Background: an optimization exercise with open tools, aiming at small area. Do not read the settings as production practice. Only simulation tests tie the RTL to the original design; equivalence was not proved. No activity file was given, so power comes from the tool's default toggle rates.

==> inputs of cedar <==
==> flow/design.v <==
`default_nettype none
package dmaBusPkg;
  localparam int ADDR_W = 32;
  localparam int DATA_W = 32;
  typedef logic [ADDR_W-1:0] addr_t;
  typedef logic [DATA_W-1:0] data_t;
  typedef logic [1:0]        busSize_t;
  localparam busSize_t SIZE_HALF = 2'b01;
  localparam busSize_t SIZE_WORD = 2'b10;
  localparam int STEP_HALF = 2;
  localparam int STEP_WORD = 4;
endpackage
`default_nettype wire
`default_nettype none
package dmaCtrlPkg;
  localparam int NUM_CHANNELS = 4;
  typedef logic [15:0] dmaCtrl_t;
  localparam int CTRL_ENABLE   = 15;
  localparam int CTRL_IRQ      = 14;
  localparam int CTRL_WORD     = 10;   
  localparam int CTRL_REPEAT   = 9;
  localparam int CTRL_SRC_STEP = 7;    
  localparam int CTRL_DST_STEP = 5;    
  typedef enum logic [1:0] {
    STEP_INC        = 2'b00,
    STEP_DEC        = 2'b01,
    STEP_FIXED      = 2'b10,
    STEP_INC_RELOAD = 2'b11
  } stepMode_t;
  typedef logic [13:0] unitCount_t;   
  typedef enum logic [2:0] {
    OFF,
    IDLE,
    QUEUED,
    READ,
    WRITE,
    PREEMPTED
  } chanState_t;
endpackage
`default_nettype wire
`timescale 1ns/1ps
`default_nettype none
module dmaController (
  input  logic         clk,
  input  logic         rst_b,
  input  logic [63:0]  ctrl,
  input  logic [127:0] srcAddr,
  input  logic [127:0] dstAddr,
  input  logic [55:0]  unitCount,
  input  logic [3:0]   startReq,
  input  logic         memWait,
  input  logic [31:0]  rdata,
  output logic [31:0]  addr,
  output logic [31:0]  wdata,
  output logic [1:0]   size,
  output logic         wen,
  output logic         busActive,
  output logic [3:0]   irq,
  output logic [3:0]   disableDma
);
  localparam int N = 4;
  localparam logic [2:0] S_OFF  = 3'b000;
  localparam logic [2:0] S_IDLE = 3'b001;
  localparam logic [2:0] S_QUE  = 3'b010;
  localparam logic [2:0] S_PRE  = 3'b011;
  localparam logic [2:0] S_RD   = 3'b100;
  localparam logic [2:0] S_WR   = 3'b101;
  logic [2:0]  state [N];
  logic [N-1:0] enPrev;
  logic [31:0] curRegN [N];   
  logic [31:0] othReg [N];
  logic [13:0] cntReg [N];
  logic [13:0] doneReg [N];
  logic [31:0] dataReg;
  logic [N-1:0] actR, actW, act, claim, pre, en, start, load, unitDone, last, passEnd;
  for (genvar i = 0; i < N; i++) begin : gDec
    assign en[i]    = ctrl[16*i + 15];
    assign start[i] = startReq[i];
    assign actR[i]  = state[i][2] & ~state[i][0];
    assign actW[i]  = state[i][2] &  state[i][0];
    assign act[i]   = state[i][2];
    assign claim[i] = state[i][2] | state[i][1] | ((state[i] == S_IDLE) & start[i]);
    assign load[i]  = (state[i] == S_OFF) & en[i] & ~enPrev[i];
  end
  assign pre[0] = 1'b0;
  for (genvar i = 1; i < N; i++) begin : gPre
    assign pre[i] = pre[i-1] | claim[i-1];
  end
  assign busActive = |act;
  assign wen       = |actW;
  logic [15:0] cSel;
  logic [13:0] doneSel, cntSel, doneNext;
  logic [31:0] stepAmt, nextAddr;
  logic [1:0]  mode;
  logic        lastSel;
  always_comb begin
    addr    = '0;
    cSel    = '0;
    doneSel = '0;
    cntSel  = '0;
    for (int i = 0; i < N; i++) begin
      addr    = addr    | ({32{act[i]}} & ~curRegN[i]);
      cSel    = cSel    | ({16{act[i]}} & ctrl[16*i +: 16]);
      doneSel = doneSel | ({14{act[i]}} & doneReg[i]);
      cntSel  = cntSel  | ({14{act[i]}} & cntReg[i]);
    end
  end
  assign size     = cSel[10] ? 2'b10 : 2'b01;
  assign mode     = wen ? cSel[6:5] : cSel[8:7];
  assign stepAmt  = cSel[10] ? 32'd4 : 32'd2;
  assign nextAddr = (mode == 2'b01) ? addr - stepAmt : (mode == 2'b10) ? addr : addr + stepAmt;
  assign doneNext = doneSel + 1'b1;
  assign lastSel  = (doneNext == cntSel);
  assign wdata = {(!cSel[10] && addr[1]) ? dataReg[15:0] : dataReg[31:16], dataReg[15:0]};
  always_ff @(posedge clk) begin
    if (|actR && !memWait) dataReg <= rdata;
  end
  for (genvar i = 0; i < N; i++) begin : gChan
    logic [15:0] c;
    logic [2:0]  nxt;
    logic        canStart;
    assign c        = ctrl[16*i +: 16];
    assign canStart = ~busActive & ~pre[i];
    assign unitDone[i] = actW[i] & ~memWait;
    assign last[i]     = lastSel;
    assign passEnd[i]  = unitDone[i] & lastSel;
    always_comb begin
      nxt = state[i];
      case (state[i])
        S_OFF:  if (en[i] && !enPrev[i]) nxt = S_IDLE;
        S_IDLE: if (!en[i]) nxt = S_OFF;
                else if (start[i]) nxt = canStart ? S_RD : S_QUE;
        S_QUE:  if (start[i] && canStart) nxt = S_RD;
        S_RD:   if (!memWait) nxt = S_WR;
        S_WR:   if (!memWait) begin
                  if (lastSel) nxt = c[9] ? S_IDLE : S_OFF;
                  else         nxt = pre[i] ? S_PRE : S_RD;
                end
        S_PRE:  if (canStart) nxt = S_RD;
        default: nxt = S_OFF;
      endcase
    end
    always_ff @(posedge clk or negedge rst_b) begin
      if (!rst_b) begin
        state[i]      <= S_OFF;
        enPrev[i]     <= 1'b0;
        irq[i]        <= 1'b0;
        disableDma[i] <= 1'b0;
      end else begin
        state[i]      <= nxt;
        enPrev[i]     <= en[i];
        irq[i]        <= passEnd[i] & c[14];
        disableDma[i] <= passEnd[i] & ~c[9];
      end
    end
    always_ff @(posedge clk) begin
      if (load[i]) begin
        curRegN[i] <= ~srcAddr[32*i +: 32];
        othReg[i] <= dstAddr[32*i +: 32];
        cntReg[i] <= unitCount[14*i +: 14];
      end else if (act[i] && !memWait) begin
        curRegN[i] <= ~othReg[i];
        othReg[i] <= (passEnd[i] && c[9] && c[6:5] == 2'b11) ? dstAddr[32*i +: 32] : nextAddr;
      end
      if (load[i] || passEnd[i]) begin
        doneReg[i] <= '0;
      end else if (unitDone[i]) begin
        doneReg[i] <= doneNext;
      end
    end
  end
endmodule
`default_nettype wire
==> flow/flow/run.sh <==
#!/bin/bash
# Layout flow: the standard flow (standard.sh) with three changes.
#  1. After the standard synthesis (unchanged), the combinational logic between
#     the flip-flops is re-mapped by ABC with an area script (remap.tcl). The
#     flip-flops keep their instances, names and cell types.
#  2. Port buffers use the smallest buffer cell (buf_1).
#  3. Clock tree synthesis without dummy balancing loads, with clusters of up
#     to 20 flip-flops within 80 um.
# Each tool's output goes to its own log in this folder.
set -euo pipefail
HERE=$(pwd)
R=$HERE/orfs/results/$FLOW_PLATFORM/dmaController/base
export BUFFER_PORTS_ARGS="-buffer_cell sky130_fd_sc_hd__buf_1"
export CTS_ARGS="-sink_clustering_enable -repair_clock_nets -dont_use_dummy_load -sink_clustering_size 20 -sink_clustering_max_diameter 80"

bash standard.sh synth > synth.log 2>&1
cp $R/1_2_yosys.v $HERE/standard_synth.v
REMAP_LIB=$FLOW_HOME/platforms/sky130hd/lib/sky130_fd_sc_hd__tt_025C_1v80.lib \
REMAP_DONT_USE=$HERE/flow/dontuse.txt \
REMAP_IN=$HERE/standard_synth.v \
REMAP_TOP=$FLOW_TOP \
REMAP_SCRIPT=$HERE/flow/remap.abc \
REMAP_STAT=$HERE/remap_stat.txt \
REMAP_OUT=$HERE/remapped.v \
  yosys -c $HERE/flow/remap.tcl > remap.log 2>&1
# same flip-flops as the standard synthesis, or stop
grep -o 'sky130_fd_sc_hd__[a-z]*df[a-z0-9_]* [^ ]*' standard_synth.v | sort > regs_standard.txt
grep -o 'sky130_fd_sc_hd__[a-z]*df[a-z0-9_]* [^ ]*' remapped.v | sort > regs_remapped.txt
cmp regs_standard.txt regs_remapped.txt
cp remapped.v $R/1_2_yosys.v
rm -f $R/1_synth.odb $R/1_synth.sdc
bash standard.sh > standard.log 2>&1
==> flow/flow/dontuse.txt <==
sky130_fd_sc_hd__probe_p_8
sky130_fd_sc_hd__probec_p_8
sky130_fd_sc_hd__lpflow_bleeder_1
sky130_fd_sc_hd__lpflow_clkbufkapwr_1
sky130_fd_sc_hd__lpflow_clkbufkapwr_16
sky130_fd_sc_hd__lpflow_clkbufkapwr_2
sky130_fd_sc_hd__lpflow_clkbufkapwr_4
sky130_fd_sc_hd__lpflow_clkbufkapwr_8
sky130_fd_sc_hd__lpflow_clkinvkapwr_1
sky130_fd_sc_hd__lpflow_clkinvkapwr_16
sky130_fd_sc_hd__lpflow_clkinvkapwr_2
sky130_fd_sc_hd__lpflow_clkinvkapwr_4
sky130_fd_sc_hd__lpflow_clkinvkapwr_8
sky130_fd_sc_hd__lpflow_decapkapwr_12
sky130_fd_sc_hd__lpflow_decapkapwr_3
sky130_fd_sc_hd__lpflow_decapkapwr_4
sky130_fd_sc_hd__lpflow_decapkapwr_6
sky130_fd_sc_hd__lpflow_decapkapwr_8
sky130_fd_sc_hd__lpflow_inputiso0n_1
sky130_fd_sc_hd__lpflow_inputiso0p_1
sky130_fd_sc_hd__lpflow_inputiso1n_1
sky130_fd_sc_hd__lpflow_inputiso1p_1
sky130_fd_sc_hd__lpflow_inputisolatch_1
sky130_fd_sc_hd__lpflow_isobufsrc_1
sky130_fd_sc_hd__lpflow_isobufsrc_16
sky130_fd_sc_hd__lpflow_isobufsrc_2
sky130_fd_sc_hd__lpflow_isobufsrc_4
sky130_fd_sc_hd__lpflow_isobufsrc_8
sky130_fd_sc_hd__lpflow_isobufsrckapwr_16
sky130_fd_sc_hd__lpflow_lsbuf_lh_hl_isowell_tap_1
sky130_fd_sc_hd__lpflow_lsbuf_lh_hl_isowell_tap_2
sky130_fd_sc_hd__lpflow_lsbuf_lh_hl_isowell_tap_4
sky130_fd_sc_hd__lpflow_lsbuf_lh_isowell_4
sky130_fd_sc_hd__lpflow_lsbuf_lh_isowell_tap_1
sky130_fd_sc_hd__lpflow_lsbuf_lh_isowell_tap_2
sky130_fd_sc_hd__lpflow_lsbuf_lh_isowell_tap_4
==> flow/flow/remap.abc <==
strash
dch
amap
topo
==> flow/flow/remap.tcl <==
# Re-map the combinational logic of the standard synthesis netlist for area.
# Flip-flops are kept as they are (same instances, names and cell types); only
# the logic between them is re-mapped by ABC with an area-oriented script.
yosys -import
set lib $::env(REMAP_LIB)
set dont_use {}
foreach c [split [string trim [read [open $::env(REMAP_DONT_USE)]]] "\n"] { lappend dont_use -dont_use $c }
read_liberty -ignore_miss_func $lib
setattr -mod -set keep_hierarchy 1 sky130_fd_sc_hd__*df* sky130_fd_sc_hd__*dl*
read_verilog $::env(REMAP_IN)
hierarchy -top $::env(REMAP_TOP)
flatten
opt_clean -purge
abc -liberty $lib {*}$dont_use -script $::env(REMAP_SCRIPT)
opt_clean -purge
setundef -zero
hilomap -singleton -hicell sky130_fd_sc_hd__conb_1 HI -locell sky130_fd_sc_hd__conb_1 LO
splitnets
opt_clean -purge
insbuf -buf sky130_fd_sc_hd__buf_4 A X
select -module $::env(REMAP_TOP)
tee -o $::env(REMAP_STAT) stat -liberty $lib
select -clear
select $::env(REMAP_TOP)
write_verilog -noattr -nohex -nodec -selected $::env(REMAP_OUT)
==> flow/standard.sh <==
#!/bin/bash
# synth_recipe.tcl (not shown) runs the flow's synth.tcl, then flattens the netlist and writes it again
# the make line also repeats each setting of config.mk as NAME=value (left out here)
make -C /OpenROAD-flow-scripts/flow DESIGN_CONFIG=/design/flow/config.mk WORK_HOME=/design/flow/orfs CLKGATE_MAP_FILE= SYNTH_SCRIPT=/design/flow/synth_recipe.tcl "${@:-finish}"
==> flow/config.mk <==
export PLATFORM = sky130hd
export DESIGN_NAME = dmaController
export DESIGN_NICKNAME = dmaController
export VERILOG_FILES = /design/flow/design.v
export SDC_FILE = /design/flow/constraint.sdc
export NUM_CORES = 4
export LEC_CHECK = 0
export CAP_MARGIN = 20
export CORE_MARGIN = 2
export CORE_UTILIZATION = 65
export SLEW_MARGIN = 20
==> flow/constraint.sdc <==
create_clock -name core_clock -period 8.0 [get_ports {clk}]
set_input_delay 1.6000 -clock core_clock [delete_from_list [all_inputs] [get_ports {clk}]]
set_output_delay 1.6000 -clock core_clock [all_outputs]
set_load 0.01 [all_outputs]
==> indigo: changes against cedar <==
--- a/flow/design.v
+++ b/flow/design.v
@@ -67,12 +67,12 @@
   localparam logic [2:0] S_WR   = 3'b101;
   logic [2:0]  state [N];
   logic [N-1:0] enPrev;
-  logic [31:0] curRegN [N];   
+  logic [31:0] curReg [N];
   logic [31:0] othReg [N];
   logic [13:0] cntReg [N];
   logic [13:0] doneReg [N];
   logic [31:0] dataReg;
-  logic [N-1:0] actR, actW, act, claim, pre, en, start, load, unitDone, last, passEnd;
+  logic [N-1:0] actR, actW, act, claim, pre, en, start, load, unitDone, passEnd;
   for (genvar i = 0; i < N; i++) begin : gDec
     assign en[i]    = ctrl[16*i + 15];
     assign start[i] = startReq[i];
@@ -99,7 +99,7 @@
     doneSel = '0;
     cntSel  = '0;
     for (int i = 0; i < N; i++) begin
-      addr    = addr    | ({32{act[i]}} & ~curRegN[i]);
+      addr    = addr    | ({32{act[i]}} & curReg[i]);
       cSel    = cSel    | ({16{act[i]}} & ctrl[16*i +: 16]);
       doneSel = doneSel | ({14{act[i]}} & doneReg[i]);
       cntSel  = cntSel  | ({14{act[i]}} & cntReg[i]);
@@ -110,7 +110,7 @@
   assign stepAmt  = cSel[10] ? 32'd4 : 32'd2;
   assign nextAddr = (mode == 2'b01) ? addr - stepAmt : (mode == 2'b10) ? addr : addr + stepAmt;
   assign doneNext = doneSel + 1'b1;
-  assign lastSel  = (doneNext == cntSel);
+  assign lastSel  = (doneSel == cntSel);
   assign wdata = {(!cSel[10] && addr[1]) ? dataReg[15:0] : dataReg[31:16], dataReg[15:0]};
   always_ff @(posedge clk) begin
     if (|actR && !memWait) dataReg <= rdata;
@@ -122,7 +122,6 @@
     assign c        = ctrl[16*i +: 16];
     assign canStart = ~busActive & ~pre[i];
     assign unitDone[i] = actW[i] & ~memWait;
-    assign last[i]     = lastSel;
     assign passEnd[i]  = unitDone[i] & lastSel;
     always_comb begin
       nxt = state[i];
@@ -153,20 +152,26 @@
         disableDma[i] <= passEnd[i] & ~c[9];
       end
     end
+    logic        selLoad, selSwap, selHold, othLoad, othStep, doneStep;
+    logic [31:0] curNext, othNext;
+    assign selLoad = load[i];
+    assign selSwap = act[i] & ~memWait;
+    assign selHold = ~(selLoad | selSwap);
+    assign othLoad = selLoad | (passEnd[i] & c[9] & (c[6:5] == 2'b11));
+    assign othStep = selSwap & ~othLoad;
+    assign doneStep = unitDone[i] & ~lastSel;
+    assign curNext = ({32{selLoad}} & srcAddr[32*i +: 32]) | ({32{selSwap}} & othReg[i]) |
+                     ({32{selHold}} & curReg[i]);
+    assign othNext = ({32{othLoad}} & dstAddr[32*i +: 32]) | ({32{othStep}} & nextAddr) |
+                     ({32{selHold}} & othReg[i]);
     always_ff @(posedge clk) begin
+      curReg[i] <= curNext;
+      othReg[i] <= othNext;
       if (load[i]) begin
-        curRegN[i] <= ~srcAddr[32*i +: 32];
-        othReg[i] <= dstAddr[32*i +: 32];
         cntReg[i] <= unitCount[14*i +: 14];
-      end else if (act[i] && !memWait) begin
-        curRegN[i] <= ~othReg[i];
-        othReg[i] <= (passEnd[i] && c[9] && c[6:5] == 2'b11) ? dstAddr[32*i +: 32] : nextAddr;
       end
-      if (load[i] || passEnd[i]) begin
-        doneReg[i] <= '0;
-      end else if (unitDone[i]) begin
-        doneReg[i] <= doneNext;
-      end
+      doneReg[i] <= ({14{doneStep}} & doneNext) | ({14{~(selLoad | unitDone[i])}} & doneReg[i]) |
+                    {13'd0, selLoad | (unitDone[i] & lastSel)};
     end
   end
 endmodule
==> flow/flow/run.sh (replaced) <==
#!/bin/bash
# Layout flow: the standard flow (standard.sh) with three changes.
#  1. After the standard synthesis (unchanged), the combinational logic between
#     the flip-flops is re-mapped by ABC with area scripts (remap.tcl, one run
#     per remap*.abc script; the smallest result is kept). The flip-flops keep
#     their instances, names and cell types.
#  2. Port buffers use the smallest buffer cell (buf_1).
#  3. Clock tree synthesis with clkbuf_4 buffers, clusters of up to 8
#     flip-flops within 50 um, and no dummy balancing loads.
# Each tool's output goes to its own log in this folder.
set -euo pipefail
HERE=$(pwd)
R=$HERE/orfs/results/$FLOW_PLATFORM/dmaController/base
export BUFFER_PORTS_ARGS="-buffer_cell sky130_fd_sc_hd__buf_1"
export CTS_ARGS="-sink_clustering_enable -repair_clock_nets -dont_use_dummy_load -buf_list sky130_fd_sc_hd__clkbuf_4 -sink_clustering_size 8 -sink_clustering_max_diameter 50"

bash standard.sh synth > synth.log 2>&1
cp $R/1_2_yosys.v $HERE/standard_synth.v
grep -o 'sky130_fd_sc_hd__[a-z]*df[a-z0-9_]* [^ ]*' standard_synth.v | sort > regs_standard.txt
best=""
best_area=""
for s in $HERE/flow/remap*.abc; do
  n=$(basename $s .abc)
  REMAP_LIB=$FLOW_HOME/platforms/sky130hd/lib/sky130_fd_sc_hd__tt_025C_1v80.lib \
  REMAP_DONT_USE=$HERE/flow/dontuse.txt \
  REMAP_IN=$HERE/standard_synth.v \
  REMAP_TOP=$FLOW_TOP \
  REMAP_SCRIPT=$s \
  REMAP_STAT=$HERE/${n}_stat.txt \
  REMAP_OUT=$HERE/${n}.v \
    yosys -c $HERE/flow/remap.tcl > ${n}.log 2>&1 || continue
  # same flip-flops as the standard synthesis, or skip this result
  grep -o 'sky130_fd_sc_hd__[a-z]*df[a-z0-9_]* [^ ]*' ${n}.v | sort > regs_${n}.txt
  cmp -s regs_standard.txt regs_${n}.txt || continue
  a=$(grep 'Chip area' ${n}_stat.txt | awk '{print $NF}')
  echo "$n $a" >> remap_areas.txt
  if [[ -z "$best" ]] || awk -v a="$a" -v b="$best_area" 'BEGIN{exit !(a < b)}'; then
    best=$n; best_area=$a
  fi
done
echo "chosen $best $best_area" >> remap_areas.txt
if [[ -n "$best" ]]; then
  cp ${best}.v $R/1_2_yosys.v
  rm -f $R/1_synth.odb $R/1_synth.sdc
fi
bash standard.sh > standard.log 2>&1
==> flow/flow/remap1.abc (new file) <==
strash
dch
amap
topo
==> flow/flow/remap2.abc (new file) <==
strash
dc2
dch -f
amap
topo
==> flow/flow/remap3.abc (new file) <==
strash
dc2
dch
amap
topo
==> flow/flow/remap4.abc (new file) <==
strash
dch
amap
strash
dch
amap
topo
removed: flow/flow/remap.abc
==> violet: changes against cedar <==
--- a/flow/flow/run.sh
+++ b/flow/flow/run.sh
@@ -4,14 +4,13 @@
 #     the flip-flops is re-mapped by ABC with an area script (remap.tcl). The
 #     flip-flops keep their instances, names and cell types.
 #  2. Port buffers use the smallest buffer cell (buf_1).
-#  3. Clock tree synthesis without dummy balancing loads, with clusters of up
-#     to 20 flip-flops within 80 um.
+#  3. Clock tree synthesis without dummy balancing loads.
 # Each tool's output goes to its own log in this folder.
 set -euo pipefail
 HERE=$(pwd)
 R=$HERE/orfs/results/$FLOW_PLATFORM/dmaController/base
 export BUFFER_PORTS_ARGS="-buffer_cell sky130_fd_sc_hd__buf_1"
-export CTS_ARGS="-sink_clustering_enable -repair_clock_nets -dont_use_dummy_load -sink_clustering_size 20 -sink_clustering_max_diameter 80"
+export CTS_ARGS="-sink_clustering_enable -repair_clock_nets -dont_use_dummy_load"
 
 bash standard.sh synth > synth.log 2>&1
 cp $R/1_2_yosys.v $HERE/standard_synth.v
Settings changed: CORE_UTILIZATION 65 to 55.
==> fjord: changes against cedar <==
--- a/flow/design.v
+++ b/flow/design.v
@@ -67,7 +67,7 @@
   localparam logic [2:0] S_WR   = 3'b101;
   logic [2:0]  state [N];
   logic [N-1:0] enPrev;
-  logic [31:0] curRegN [N];   
+  logic [31:0] curReg [N];
   logic [31:0] othReg [N];
   logic [13:0] cntReg [N];
   logic [13:0] doneReg [N];
@@ -99,7 +99,7 @@
     doneSel = '0;
     cntSel  = '0;
     for (int i = 0; i < N; i++) begin
-      addr    = addr    | ({32{act[i]}} & ~curRegN[i]);
+      addr    = addr    | ({32{act[i]}} & curReg[i]);
       cSel    = cSel    | ({16{act[i]}} & ctrl[16*i +: 16]);
       doneSel = doneSel | ({14{act[i]}} & doneReg[i]);
       cntSel  = cntSel  | ({14{act[i]}} & cntReg[i]);
@@ -153,14 +153,22 @@
         disableDma[i] <= passEnd[i] & ~c[9];
       end
     end
+    logic        selLoad, selSwap, selHold, othLoad, othStep;
+    logic [31:0] curNext, othNext;
+    assign selLoad = load[i];
+    assign selSwap = act[i] & ~memWait;
+    assign selHold = ~(selLoad | selSwap);
+    assign othLoad = selLoad | (passEnd[i] & c[9] & (c[6:5] == 2'b11));
+    assign othStep = selSwap & ~othLoad;
+    assign curNext = ({32{selLoad}} & srcAddr[32*i +: 32]) | ({32{selSwap}} & othReg[i]) |
+                     ({32{selHold}} & curReg[i]);
+    assign othNext = ({32{othLoad}} & dstAddr[32*i +: 32]) | ({32{othStep}} & nextAddr) |
+                     ({32{selHold}} & othReg[i]);
     always_ff @(posedge clk) begin
+      curReg[i] <= curNext;
+      othReg[i] <= othNext;
       if (load[i]) begin
-        curRegN[i] <= ~srcAddr[32*i +: 32];
-        othReg[i] <= dstAddr[32*i +: 32];
         cntReg[i] <= unitCount[14*i +: 14];
-      end else if (act[i] && !memWait) begin
-        curRegN[i] <= ~othReg[i];
-        othReg[i] <= (passEnd[i] && c[9] && c[6:5] == 2'b11) ? dstAddr[32*i +: 32] : nextAddr;
       end
       if (load[i] || passEnd[i]) begin
         doneReg[i] <= '0;
==> flow/flow/run.sh (replaced) <==
#!/bin/bash
# Layout flow: the standard flow (standard.sh) with three changes.
#  1. After the standard synthesis (unchanged), the combinational logic between
#     the flip-flops is re-mapped by ABC with area scripts (remap.tcl, one run
#     per remap*.abc script; the smallest result is kept). The flip-flops keep
#     their instances, names and cell types.
#  2. Port buffers use the smallest buffer cell (buf_1).
#  3. Clock tree synthesis with clkbuf_4 buffers, clusters of up to 8
#     flip-flops within 50 um, and no dummy balancing loads.
# Each tool's output goes to its own log in this folder.
set -euo pipefail
HERE=$(pwd)
R=$HERE/orfs/results/$FLOW_PLATFORM/dmaController/base
export BUFFER_PORTS_ARGS="-buffer_cell sky130_fd_sc_hd__buf_1"
export CTS_ARGS="-sink_clustering_enable -repair_clock_nets -dont_use_dummy_load -buf_list sky130_fd_sc_hd__clkbuf_4 -sink_clustering_size 8 -sink_clustering_max_diameter 50"

bash standard.sh synth > synth.log 2>&1
cp $R/1_2_yosys.v $HERE/standard_synth.v
grep -o 'sky130_fd_sc_hd__[a-z]*df[a-z0-9_]* [^ ]*' standard_synth.v | sort > regs_standard.txt
best=""
best_area=""
for s in $HERE/flow/remap*.abc; do
  n=$(basename $s .abc)
  REMAP_LIB=$FLOW_HOME/platforms/sky130hd/lib/sky130_fd_sc_hd__tt_025C_1v80.lib \
  REMAP_DONT_USE=$HERE/flow/dontuse.txt \
  REMAP_IN=$HERE/standard_synth.v \
  REMAP_TOP=$FLOW_TOP \
  REMAP_SCRIPT=$s \
  REMAP_STAT=$HERE/${n}_stat.txt \
  REMAP_OUT=$HERE/${n}.v \
    yosys -c $HERE/flow/remap.tcl > ${n}.log 2>&1 || continue
  # same flip-flops as the standard synthesis, or skip this result
  grep -o 'sky130_fd_sc_hd__[a-z]*df[a-z0-9_]* [^ ]*' ${n}.v | sort > regs_${n}.txt
  cmp -s regs_standard.txt regs_${n}.txt || continue
  a=$(grep 'Chip area' ${n}_stat.txt | awk '{print $NF}')
  echo "$n $a" >> remap_areas.txt
  if [[ -z "$best" ]] || awk -v a="$a" -v b="$best_area" 'BEGIN{exit !(a < b)}'; then
    best=$n; best_area=$a
  fi
done
echo "chosen $best $best_area" >> remap_areas.txt
if [[ -n "$best" ]]; then
  cp ${best}.v $R/1_2_yosys.v
  rm -f $R/1_synth.odb $R/1_synth.sdc
fi
bash standard.sh > standard.log 2>&1
==> flow/flow/remap1.abc (new file) <==
strash
dch
amap
topo
==> flow/flow/remap2.abc (new file) <==
strash
dc2
dch -f
amap
topo
==> flow/flow/remap3.abc (new file) <==
strash
dc2
dch
amap
topo
==> flow/flow/remap4.abc (new file) <==
strash
dch
amap
strash
dch
amap
topo
removed: flow/flow/remap.abc
==> impl_metrics.xml <==
<?xml version="1.0" encoding="UTF-8"?>
<metrics>
  <group name="final_layout">
    <metric name="seq_share" unit="">0.554</metric>
    <metric name="footprint_of_the_multi_input_gates" unit="um2">5630</metric>
  </group>
  <group name="die">
    <metric name="dieArea" unit="um2">34500</metric>
    <metric name="well_tap_count" unit="">442</metric>
  </group>
  <group name="timing">
    <metric name="fin_crit_sh" unit="">0.790</metric>
  </group>
  <group name="outcome">
    <metric name="outcome" unit="">timing/DRC/antenna clean</metric>
  </group>
  <group name="grt">
    <metric name="grt_util_all_layers" unit="">0.341</metric>
  </group>
  <group name="power">
    <metric name="top_power_group" unit="">registers</metric>
  </group>
</metrics>
[end of results for violet]
==> impl_metrics.xml <==
<?xml version="1.0" encoding="UTF-8"?>
<metrics>
  <group name="power">
    <metric name="top_power_group" unit="">combinational logic</metric>
    <metric name="pwr.group.clock" unit="mW">1.03</metric>
    <metric name="comb-power" unit="mW">3.53</metric>
    <metric name="power.leakage" unit="nW">6.98</metric>
  </group>
  <group name="die">
    <metric name="dieArea" unit="um2">27700</metric>
    <metric name="well_tap_count" unit="">335</metric>
  </group>
  <group name="final_layout">
    <metric name="seq_share" unit="">0.474</metric>
    <metric name="layout_commonest_cell" unit="">buf_1</metric>
  </group>
  <group name="outcome">
    <metric name="outcome" unit="">timing/DRC/antenna clean</metric>
  </group>
  <group name="timing">
    <metric name="fin_crit_sh" unit="">0.855</metric>
  </group>
  <group name="grt">
    <metric name="grt_util_all_layers" unit="">0.433</metric>
  </group>
</metrics>
[end of results for fjord]
==> impl_metrics.xml <==
<?xml version="1.0" encoding="UTF-8"?>
<metrics>
  <group name="outcome">
    <metric name="outcome" unit="">timing/DRC/antenna clean</metric>
  </group>
  <group name="die">
    <metric name="well_tap_count" unit="">330</metric>
  </group>
  <group name="final_layout">
    <metric name="footprint_of_the_multi_input_gates" unit="um2">6310</metric>
    <metric name="seq_share" unit="">0.483</metric>
  </group>
  <group name="power">
    <metric name="powerSeq" unit="mW">3.30</metric>
  </group>
  <group name="grt">
    <metric name="grt_util_all_layers" unit="">0.456</metric>
  </group>
  <group name="critical_path">
    <metric name="cp-start-kind" unit="">flop</metric>
  </group>
  <group name="timing">
    <metric name="fin_crit_sh" unit="">0.862</metric>
  </group>
  <group name="drt">
    <metric name="met3RoutedLength" unit="um">10100</metric>
  </group>
</metrics>
[end of results for indigo]
==> impl_metrics.xml <==
<?xml version="1.0" encoding="UTF-8"?>
<metrics>
  <group name="clock_tree">
    <metric name="clkTransAtPathRegs" unit="ns">0.08</metric>
  </group>
  <group name="die">
    <metric name="well_tap_count" unit="">378</metric>
    <metric name="dieArea" unit="um2">29300</metric>
  </group>
  <group name="final_layout">
    <metric name="footprint_of_the_multi_input_gates" unit="um2">5630</metric>
    <metric name="seq_share" unit="">0.568</metric>
  </group>
  <group name="critical_path">
    <metric name="critical_path.slowest_cell" unit="">nor4_1</metric>
  </group>
  <group name="grt">
    <metric name="grt_util_all_layers" unit="">0.399</metric>
  </group>
  <group name="outcome">
    <metric name="outcome" unit="">timing/DRC/antenna clean</metric>
  </group>
  <group name="power">
    <metric name="top_power_group" unit="">registers</metric>
  </group>
</metrics>
[end of results for cedar]

## re-timing with driven ports
Ports are ideal in the flow. The routed layouts listed here were re-timed in OpenROAD. Step 1: set_driving_cell puts a clkbuf_16 on clk and a buf_2 on each other input, an assumption about the parent block. Step 2 moves the port delays by t, midway between the first and last clock arrival at a register: inputs arrive t later, outputs are due t later. That takes back most of the time a late clock gives input paths. a / b / c = no drivers / after step 1 / after step 2; a / b = the first two.
| run | shift t [ns] | setup slack, ns | worst register clock-pin slew, ns | worst data-port slew with drivers (ns) |
|---|---|---|---|---|
| cedar | 0.586 | 1.804 / 1.799 / 1.213 | 0.09 / 0.09 | 0.10 |
| indigo | 0.766 | 1.107 / 1.107 / 0.430 | 0.11 / 0.11 | 0.11 |
| violet | 0.591 | 1.680 / 1.680 / 1.645 | 0.06 / 0.06 | 0.10 |
| fjord | 0.782 | 1.161 / 1.161 / 1.161 | 0.10 / 0.10 | 0.11 |
After both steps every run listed still meets setup and hold. The setup slack of indigo, which loses most, moves by 0.000 ns with the drivers and by -0.677 ns with both steps.
